Context: an optimization exercise on an open-source flow, tuned for small area. The choices shown serve that exercise and are no tape-out recipe. RTL that was checked went through simulation tests only; none was proved equivalent to the original. Power is estimated from default activity; no workload was simulated. The flow treats the clock pin as an ideal source, which a real chip does not have.

north:
// ofdm_cfg_alloc_regs
module ofdm_cfg_alloc_regs #(
  parameter int AW   = 7,
  parameter int LEN0 = 4,
  parameter int LEN1 = 16,
  parameter int LEN2 = 128
) (
  input  logic        CLK_I,
  input  logic        RST_I,
  input  logic [31:0] CFG_DAT_I,
  input  logic [1:0]  CFG_ADR_I,
  input  logic        CFG_WE_I,
  input  logic        CFG_STB_I,
  output logic        CFG_ACK_O,
  output logic [31:0] CFG_DAT_O,
  output logic        CFG_RDY_O,
  output logic [1:0]  STD_O,
  output logic        AL_BIT_O,
  output logic        AL_VLD_O,
  output logic        AL_LAST_O,
  input  logic        AL_RD_I
);
Settings: LEC_CHECK=0, CAP_MARGIN=20, CORE_MARGIN=2, CORE_UTILIZATION=70, SETUP_SLACK_MARGIN=0.2, SLEW_MARGIN=20; clock period 8.0 ns.
standard.sh (not shown) runs the stock make flow with config.mk's settings and CLKGATE_MAP_FILE= SYNTH_SCRIPT=/design/flow/synth_recipe.tcl, a recipe that flattens the netlist after the stock synthesis.
==> flow/flow/run.sh <==
#!/bin/bash
set -euo pipefail
bash standard.sh \
  CTS_ARGS="-sink_clustering_enable -repair_clock_nets -dont_use_dummy_load -buf_list sky130_fd_sc_hd__clkbuf_16 -sink_clustering_size 32 -sink_clustering_max_diameter 64" \
  BUFFER_PORTS_ARGS="-buffer_cell sky130_fd_sc_hd__buf_1" \
  finish > standard.log 2>&1
Changes in south relative to north:
--- a/flow/design.v
+++ b/flow/design.v
@@ -21,15 +21,15 @@
 );
   localparam int PW = AW + 1;   
   localparam int RW = AW + 5;   
   localparam int NW = 2**AW;    
   localparam int SB = 3;        
   localparam int S  = 2**SB;
-  localparam int TB = 4;        
+  localparam int TG = 26;       
   localparam int NI = NW / S;   
-  localparam int NT = NW / (2**TB);
+  localparam int NT = (NW + TG - 1) / TG;
   typedef enum logic [1:0] {
     RD_IDLE,
     RD_FETCH,
     RD_RUN
   } rd_state_e;
   localparam logic [PW-1:0] LEN0_W = LEN0;
@@ -168,19 +168,19 @@
   assign widx_inc_n = {1'b0, widx_n} + 1'b1;
   assign hunt_n     = (state_n != RD_RUN) ? '0 :
                       (widx_inc_n == len_q) ? '0 : widx_inc_n[AW-1:0];
   assign hpos_n     = p0_n - hunt_n;
   always_ff @(posedge CLK_I) begin
     for (int k = 0; k < NT; k++) begin
-      tsel_q[k] <= (hpos_n[TB-1:0] == '0) && (hpos_n[AW-1:TB] == k);
+      tsel_q[k] <= (hpos_n == AW'(k * TG));
     end
   end
   always_comb begin
     tap_dat = '0;
     for (int k = 0; k < NT; k++) begin
-      if (tsel_q[k]) tap_dat = tap_dat | ring_q[k * (2**TB)];
+      if (tsel_q[k]) tap_dat = tap_dat | ring_q[k * TG];
     end
   end
   always_ff @(posedge CLK_I) begin
     if (|tsel_q) begin
       nxt_word_q <= tap_dat;
     end
@@ -213,39 +213,41 @@
     end
   end
   assign AL_VLD_O  = run;
   assign AL_BIT_O  = run && cur_word_q[rptr_q[4:0]];
   assign AL_LAST_O = run && at_last;
   logic        ovf_q;
-  logic [31:0] rd_mux;
   logic [31:0] dat_q;
   always_ff @(posedge CLK_I or posedge RST_I) begin
     if (RST_I) begin
       ovf_q <= 1'b0;
     end else if (wr_std) begin
       ovf_q <= 1'b0;
     end else if (wr_word && !word_ok) begin
       ovf_q <= 1'b1;
     end
   end
-  always_comb begin
-    rd_mux = '0;
-    case (CFG_ADR_I)
-      2'd0: rd_mux[1:0] = std_q;
-      2'd2: begin
-        rd_mux[0]      = rdy_q;
-        rd_mux[1]      = ovf_q;
-        rd_mux[3:2]    = std_q;
-        rd_mux[8 +: PW] = wptr_q;
-      end
-      default: rd_mux = '0;
-    endcase
-  end
-  always_ff @(posedge CLK_I or posedge RST_I) begin
-    if (RST_I) begin
-      dat_q <= '0;
-    end else begin
-      dat_q <= (CFG_STB_I && !CFG_WE_I) ? rd_mux : '0;
+  logic rd0_q;
+  logic rd2_q;
+  always_ff @(posedge CLK_I or posedge RST_I) begin
+    if (RST_I) begin
+      rd0_q <= 1'b0;
+      rd2_q <= 1'b0;
+    end else begin
+      rd0_q <= CFG_STB_I && !CFG_WE_I && (CFG_ADR_I == 2'd0);
+      rd2_q <= CFG_STB_I && !CFG_WE_I && (CFG_ADR_I == 2'd2);
+    end
+  end
+  always_comb begin
+    dat_q = '0;
+    if (rd0_q) begin
+      dat_q[1:0] = std_q;
+    end
+    if (rd2_q) begin
+      dat_q[0]       = rdy_q;
+      dat_q[1]       = ovf_q;
+      dat_q[3:2]     = std_q;
+      dat_q[8 +: PW] = wptr_q;
     end
   end
   assign CFG_DAT_O = dat_q;
 endmodule
Findings:
- Relative to north, south improves final area.
- For the mean routed wirelength per cell, south came in about 7% lower than north did.
- Between north and south, the flow reports final weighted congestion in routability-driven placement decreasing slightly.
- Compared with north, south shows a critical path depth that is 2 lower.
- Summary of south over north: power after layout dropped 3.2%, share of synthesized cell area in and, or, nand and nor gates dropped 0.40 points, count of unique library cells instantiated by Yosys climbed about 5.5%.

* * *

Setup of old:
The RTL this note starts from:
==> flow/design.v <==
module ofdm_cfg_alloc_regs #(
  parameter int AW   = 7,
  parameter int LEN0 = 4,
  parameter int LEN1 = 16,
  parameter int LEN2 = 128
) (
  input  logic        CLK_I,
  input  logic        RST_I,
  input  logic [31:0] CFG_DAT_I,
  input  logic [1:0]  CFG_ADR_I,
  input  logic        CFG_WE_I,
  input  logic        CFG_STB_I,
  output logic        CFG_ACK_O,
  output logic [31:0] CFG_DAT_O,
  output logic        CFG_RDY_O,
  output logic [1:0]  STD_O,
  output logic        AL_BIT_O,
  output logic        AL_VLD_O,
  output logic        AL_LAST_O,
  input  logic        AL_RD_I
);
  localparam int PW = AW + 1;   
  localparam int RW = AW + 5;   
  localparam int NW = 2**AW;    
  localparam int SB = 3;        
  localparam int S  = 2**SB;
  localparam int TB = 4;        
  localparam int NI = NW / S;   
  localparam int NT = NW / (2**TB);
  typedef enum logic [1:0] {
    RD_IDLE,
    RD_FETCH,
    RD_RUN
  } rd_state_e;
  localparam logic [PW-1:0] LEN0_W = LEN0;
  localparam logic [PW-1:0] LEN1_W = LEN1;
  localparam logic [PW-1:0] LEN2_W = LEN2;
  function automatic logic [PW-1:0] std_len(input logic [1:0] s);
    case (s)
      2'd0:    std_len = LEN0_W;
      2'd1:    std_len = LEN1_W;
      2'd2:    std_len = LEN2_W;
      default: std_len = '0;
    endcase
  endfunction
  logic          ack_q;
  logic [1:0]    std_q, std_n;
  logic [PW-1:0] len_q, len_n;
  logic [PW-1:0] wptr_q, wptr_n;
  logic          rdy_q;
  logic wr_std;
  logic wr_word;
  logic word_ok;
  assign wr_std  = CFG_STB_I && CFG_WE_I && (CFG_ADR_I == 2'd0);
  assign wr_word = CFG_STB_I && CFG_WE_I && (CFG_ADR_I == 2'd1);
  assign len_q   = std_len(std_q);
  assign word_ok = wr_word && (wptr_q < len_q);
  always_comb begin
    std_n  = std_q;
    wptr_n = wptr_q;
    if (wr_std) begin
      std_n  = CFG_DAT_I[1:0];
      wptr_n = '0;
    end else if (word_ok) begin
      wptr_n = wptr_q + 1'b1;
    end
    len_n = std_len(std_n);
  end
  always_ff @(posedge CLK_I or posedge RST_I) begin
    if (RST_I) begin
      ack_q  <= 1'b0;
      std_q  <= 2'd0;
      wptr_q <= '0;
      rdy_q  <= 1'b0;
    end else begin
      ack_q  <= CFG_STB_I;
      std_q  <= std_n;
      wptr_q <= wptr_n;
      rdy_q  <= (wptr_n == len_n);
    end
  end
  assign CFG_ACK_O = ack_q;
  assign CFG_RDY_O = rdy_q;
  assign STD_O     = std_q;
  logic [NW-1:0][31:0] ring_q;
  logic [AW-1:0]       p0_q;     
  logic [AW-1:0]       wn_q;     
  logic                wr0;      
  logic [S-1:1][31:0]  dl_dq;
  logic [S-1:1]        dl_vq;
  logic [S-1:0][31:0]  dl_d;
  logic [S-1:0]        dl_v;
  logic [S-1:0]        dl_sel;
  logic                ins;
  logic                ins_tok;
  logic [31:0]         ins_dat;
  logic [AW-SB-1:0]    ins_pt;
  assign wr0     = word_ok && (wptr_q == '0);
  assign dl_d    = {dl_dq, CFG_DAT_I};
  assign dl_v    = {dl_vq, word_ok && (wptr_q != '0)};
  always_comb begin
    logic older;
    older   = 1'b0;
    ins_dat = '0;
    for (int j = S - 1; j >= 0; j--) begin
      dl_sel[j] = dl_v[j] && !older;
      older     = older || dl_v[j];
      if (dl_sel[j]) ins_dat = ins_dat | dl_d[j];
    end
    if (wr0) ins_dat = CFG_DAT_I;
  end
  assign ins_tok = (|dl_v) && (wn_q[SB-1:0] == '0);
  assign ins     = wr0 || ins_tok;
  assign ins_pt  = wr0 ? '0 : wn_q[AW-1:SB];
  always_ff @(posedge CLK_I or posedge RST_I) begin
    if (RST_I) begin
      dl_vq <= '0;
    end else begin
      for (int j = 1; j < S; j++) begin
        dl_vq[j] <= dl_v[j-1] && !(ins_tok && dl_sel[j-1]) && !wr_std;
      end
    end
  end
  always_ff @(posedge CLK_I) begin
    for (int j = 1; j < S; j++) begin
      dl_dq[j] <= dl_d[j-1];
    end
    p0_q <= p0_n;
    wn_q <= wr0 ? '0 : wn_q + AW'(!ins_tok);
    for (int p = 0; p < NW; p++) begin
      if ((p % S) == 0 && ins && ins_pt == (p / S))
        ring_q[p] <= ins_dat;
      else
        ring_q[p] <= ring_q[(p + NW - 1) % NW];
    end
  end
  rd_state_e      state_q, state_n;
  logic [RW-1:0]  rptr_q, rptr_n;
  logic [31:0]    cur_word_q;
  logic [31:0]    nxt_word_q;
  logic [31:0]    tap_dat;
  logic [AW-1:0]  widx;
  logic [RW:0]    last_idx;
  logic           run;
  logic           pop;
  logic           at_last;
  logic [AW-1:0]  p0_n;
  logic [AW-1:0]  widx_n;
  logic [PW-1:0]  widx_inc_n;
  logic [AW-1:0]  hunt_n;
  logic [AW-1:0]  hpos_n;
  logic [NT-1:0]  tsel_q;      
  assign run       = (state_q == RD_RUN);
  assign widx      = rptr_q[RW-1:5];
  assign last_idx  = {len_q, 5'b0} - 1'b1;
  assign at_last   = ({1'b0, rptr_q} == last_idx);
  assign pop       = run && AL_RD_I && !wr_std;
  always_comb begin
    rptr_n = rptr_q;
    if (wr_std || state_q == RD_FETCH) begin
      rptr_n = '0;
    end else if (pop) begin
      rptr_n = at_last ? '0 : rptr_q + 1'b1;
    end
  end
  assign p0_n       = wr0 ? '0 : p0_q + 1'b1;
  assign widx_n     = rptr_n[RW-1:5];
  assign widx_inc_n = {1'b0, widx_n} + 1'b1;
  assign hunt_n     = (state_n != RD_RUN) ? '0 :
                      (widx_inc_n == len_q) ? '0 : widx_inc_n[AW-1:0];
  assign hpos_n     = p0_n - hunt_n;
  always_ff @(posedge CLK_I) begin
    for (int k = 0; k < NT; k++) begin
      tsel_q[k] <= (hpos_n[TB-1:0] == '0) && (hpos_n[AW-1:TB] == k);
    end
  end
  always_comb begin
    tap_dat = '0;
    for (int k = 0; k < NT; k++) begin
      if (tsel_q[k]) tap_dat = tap_dat | ring_q[k * (2**TB)];
    end
  end
  always_ff @(posedge CLK_I) begin
    if (|tsel_q) begin
      nxt_word_q <= tap_dat;
    end
  end
  always_ff @(posedge CLK_I or posedge RST_I) begin
    if (RST_I) begin
      state_q <= RD_IDLE;
    end else begin
      state_q <= state_n;
    end
  end
  always_comb begin
    state_n = state_q;
    case (state_q)
      RD_IDLE:  if (rdy_q && (len_q != '0)) state_n = RD_FETCH;
      RD_FETCH: state_n = RD_RUN;
      RD_RUN:   state_n = RD_RUN;
      default:  state_n = RD_IDLE;
    endcase
    if (wr_std) begin
      state_n = RD_IDLE;
    end
  end
  always_ff @(posedge CLK_I) begin
    rptr_q <= rptr_n;
  end
  always_ff @(posedge CLK_I) begin
    if (!wr_std && ((state_q == RD_FETCH) || (pop && rptr_q[4:0] == 5'd31))) begin
      cur_word_q <= nxt_word_q;
    end
  end
  assign AL_VLD_O  = run;
  assign AL_BIT_O  = run && cur_word_q[rptr_q[4:0]];
  assign AL_LAST_O = run && at_last;
  logic        ovf_q;
  logic [31:0] dat_q;
  always_ff @(posedge CLK_I or posedge RST_I) begin
    if (RST_I) begin
      ovf_q <= 1'b0;
    end else if (wr_std) begin
      ovf_q <= 1'b0;
    end else if (wr_word && !word_ok) begin
      ovf_q <= 1'b1;
    end
  end
  logic rd0_q;
  logic rd2_q;
  always_ff @(posedge CLK_I or posedge RST_I) begin
    if (RST_I) begin
      rd0_q <= 1'b0;
      rd2_q <= 1'b0;
    end else begin
      rd0_q <= CFG_STB_I && !CFG_WE_I && (CFG_ADR_I == 2'd0);
      rd2_q <= CFG_STB_I && !CFG_WE_I && (CFG_ADR_I == 2'd2);
    end
  end
  always_comb begin
    dat_q = '0;
    if (rd0_q) begin
      dat_q[1:0] = std_q;
    end
    if (rd2_q) begin
      dat_q[0]       = rdy_q;
      dat_q[1]       = ovf_q;
      dat_q[3:2]     = std_q;
      dat_q[8 +: PW] = wptr_q;
    end
  end
  assign CFG_DAT_O = dat_q;
endmodule
==> flow/config.mk <==
export PLATFORM = sky130hd
export DESIGN_NAME = ofdm_cfg_alloc_regs
export DESIGN_NICKNAME = ofdm_cfg_alloc_regs
export VERILOG_FILES = /design/flow/design.v
export SDC_FILE = /design/flow/constraint.sdc
export NUM_CORES = 4
export LEC_CHECK = 0
export CAP_MARGIN = 20
export CORE_MARGIN = 2
export CORE_UTILIZATION = 70
export SETUP_SLACK_MARGIN = 0.2
export SLEW_MARGIN = 20
==> flow/constraint.sdc <==
create_clock -name core_clock -period 8.0 [get_ports {CLK_I}]
set_input_delay 1.6000 -clock core_clock [delete_from_list [all_inputs] [get_ports {CLK_I}]]
set_output_delay 1.6000 -clock core_clock [all_outputs]
set_load 0.01 [all_outputs]
==> flow/flow/run.sh <==
#!/bin/bash
set -euo pipefail
bash standard.sh \
  CTS_ARGS="-sink_clustering_enable -repair_clock_nets -dont_use_dummy_load -buf_list sky130_fd_sc_hd__clkbuf_16 -sink_clustering_size 30 -sink_clustering_max_diameter 60" \
  BUFFER_PORTS_ARGS="-buffer_cell sky130_fd_sc_hd__buf_1" \
  finish > standard.log 2>&1
Setup changes, old to new
diff --git a/flow/design.v b/flow/design.v
--- a/flow/design.v
+++ b/flow/design.v
@@ -213,41 +213,39 @@
     end
   end
   assign AL_VLD_O  = run;
   assign AL_BIT_O  = run && cur_word_q[rptr_q[4:0]];
   assign AL_LAST_O = run && at_last;
   logic        ovf_q;
+  logic [31:0] rd_mux;
   logic [31:0] dat_q;
   always_ff @(posedge CLK_I or posedge RST_I) begin
     if (RST_I) begin
       ovf_q <= 1'b0;
     end else if (wr_std) begin
       ovf_q <= 1'b0;
     end else if (wr_word && !word_ok) begin
       ovf_q <= 1'b1;
     end
   end
-  logic rd0_q;
-  logic rd2_q;
-  always_ff @(posedge CLK_I or posedge RST_I) begin
-    if (RST_I) begin
-      rd0_q <= 1'b0;
-      rd2_q <= 1'b0;
-    end else begin
-      rd0_q <= CFG_STB_I && !CFG_WE_I && (CFG_ADR_I == 2'd0);
-      rd2_q <= CFG_STB_I && !CFG_WE_I && (CFG_ADR_I == 2'd2);
-    end
-  end
-  always_comb begin
-    dat_q = '0;
-    if (rd0_q) begin
-      dat_q[1:0] = std_q;
-    end
-    if (rd2_q) begin
-      dat_q[0]       = rdy_q;
-      dat_q[1]       = ovf_q;
-      dat_q[3:2]     = std_q;
-      dat_q[8 +: PW] = wptr_q;
+  always_comb begin
+    rd_mux = '0;
+    case (CFG_ADR_I)
+      2'd0: rd_mux[1:0] = std_q;
+      2'd2: begin
+        rd_mux[0]      = rdy_q;
+        rd_mux[1]      = ovf_q;
+        rd_mux[3:2]    = std_q;
+        rd_mux[8 +: PW] = wptr_q;
+      end
+      default: rd_mux = '0;
+    endcase
+  end
+  always_ff @(posedge CLK_I or posedge RST_I) begin
+    if (RST_I) begin
+      dat_q <= '0;
+    end else begin
+      dat_q <= (CFG_STB_I && !CFG_WE_I) ? rd_mux : '0;
     end
   end
   assign CFG_DAT_O = dat_q;
 endmodule
Findings:
There was hardly any difference in total number of sequential cells between new and old. Clock network area share delta (old -> new): insignificant. new falls short of old in total power. Taking old as the reference, in new register-to-register slack went up 220 ps; final worst setup slack went up 87 ps.
The RTL of old was laid out without a check of its function.

re-timing with driven ports:
How much do the figures lean on ideal ports? The routed layouts below were timed once more, with nothing changed but the port constraints.
Step 1: set_driving_cell puts a clkbuf_16 on CLK_I and a buf_2 on each other input, an assumption about the parent block.
Step 2, shift: input delay + t, output delay - t, t = (earliest + latest rising clock arrival at the registers) / 2. This alone moves slack from input paths to output paths.
Three values: ideal ports, drivers, drivers and shift; two values: the first two.
run	shift t [ns]	setup slack, ns	worst hold slack (ns)	worst data-port slew with drivers (ns)
north	0.865	1.762 / 1.809 / 0.944	0.288 / 0.288 / 0.288	0.15
south	0.834	2.093 / 2.141 / 1.307	0.254 / 0.254 / 0.254	0.20
old	0.877	1.691 / 1.691 / 1.397	0.279 / 0.279 / 0.279	0.10
new	0.846	1.778 / 1.820 / 0.974	0.281 / 0.281 / 0.281	0.14
After both steps every run listed still meets setup and hold. The setup slack of north, which loses most, moves by +0.047 ns with the drivers and by -0.818 ns with both steps.
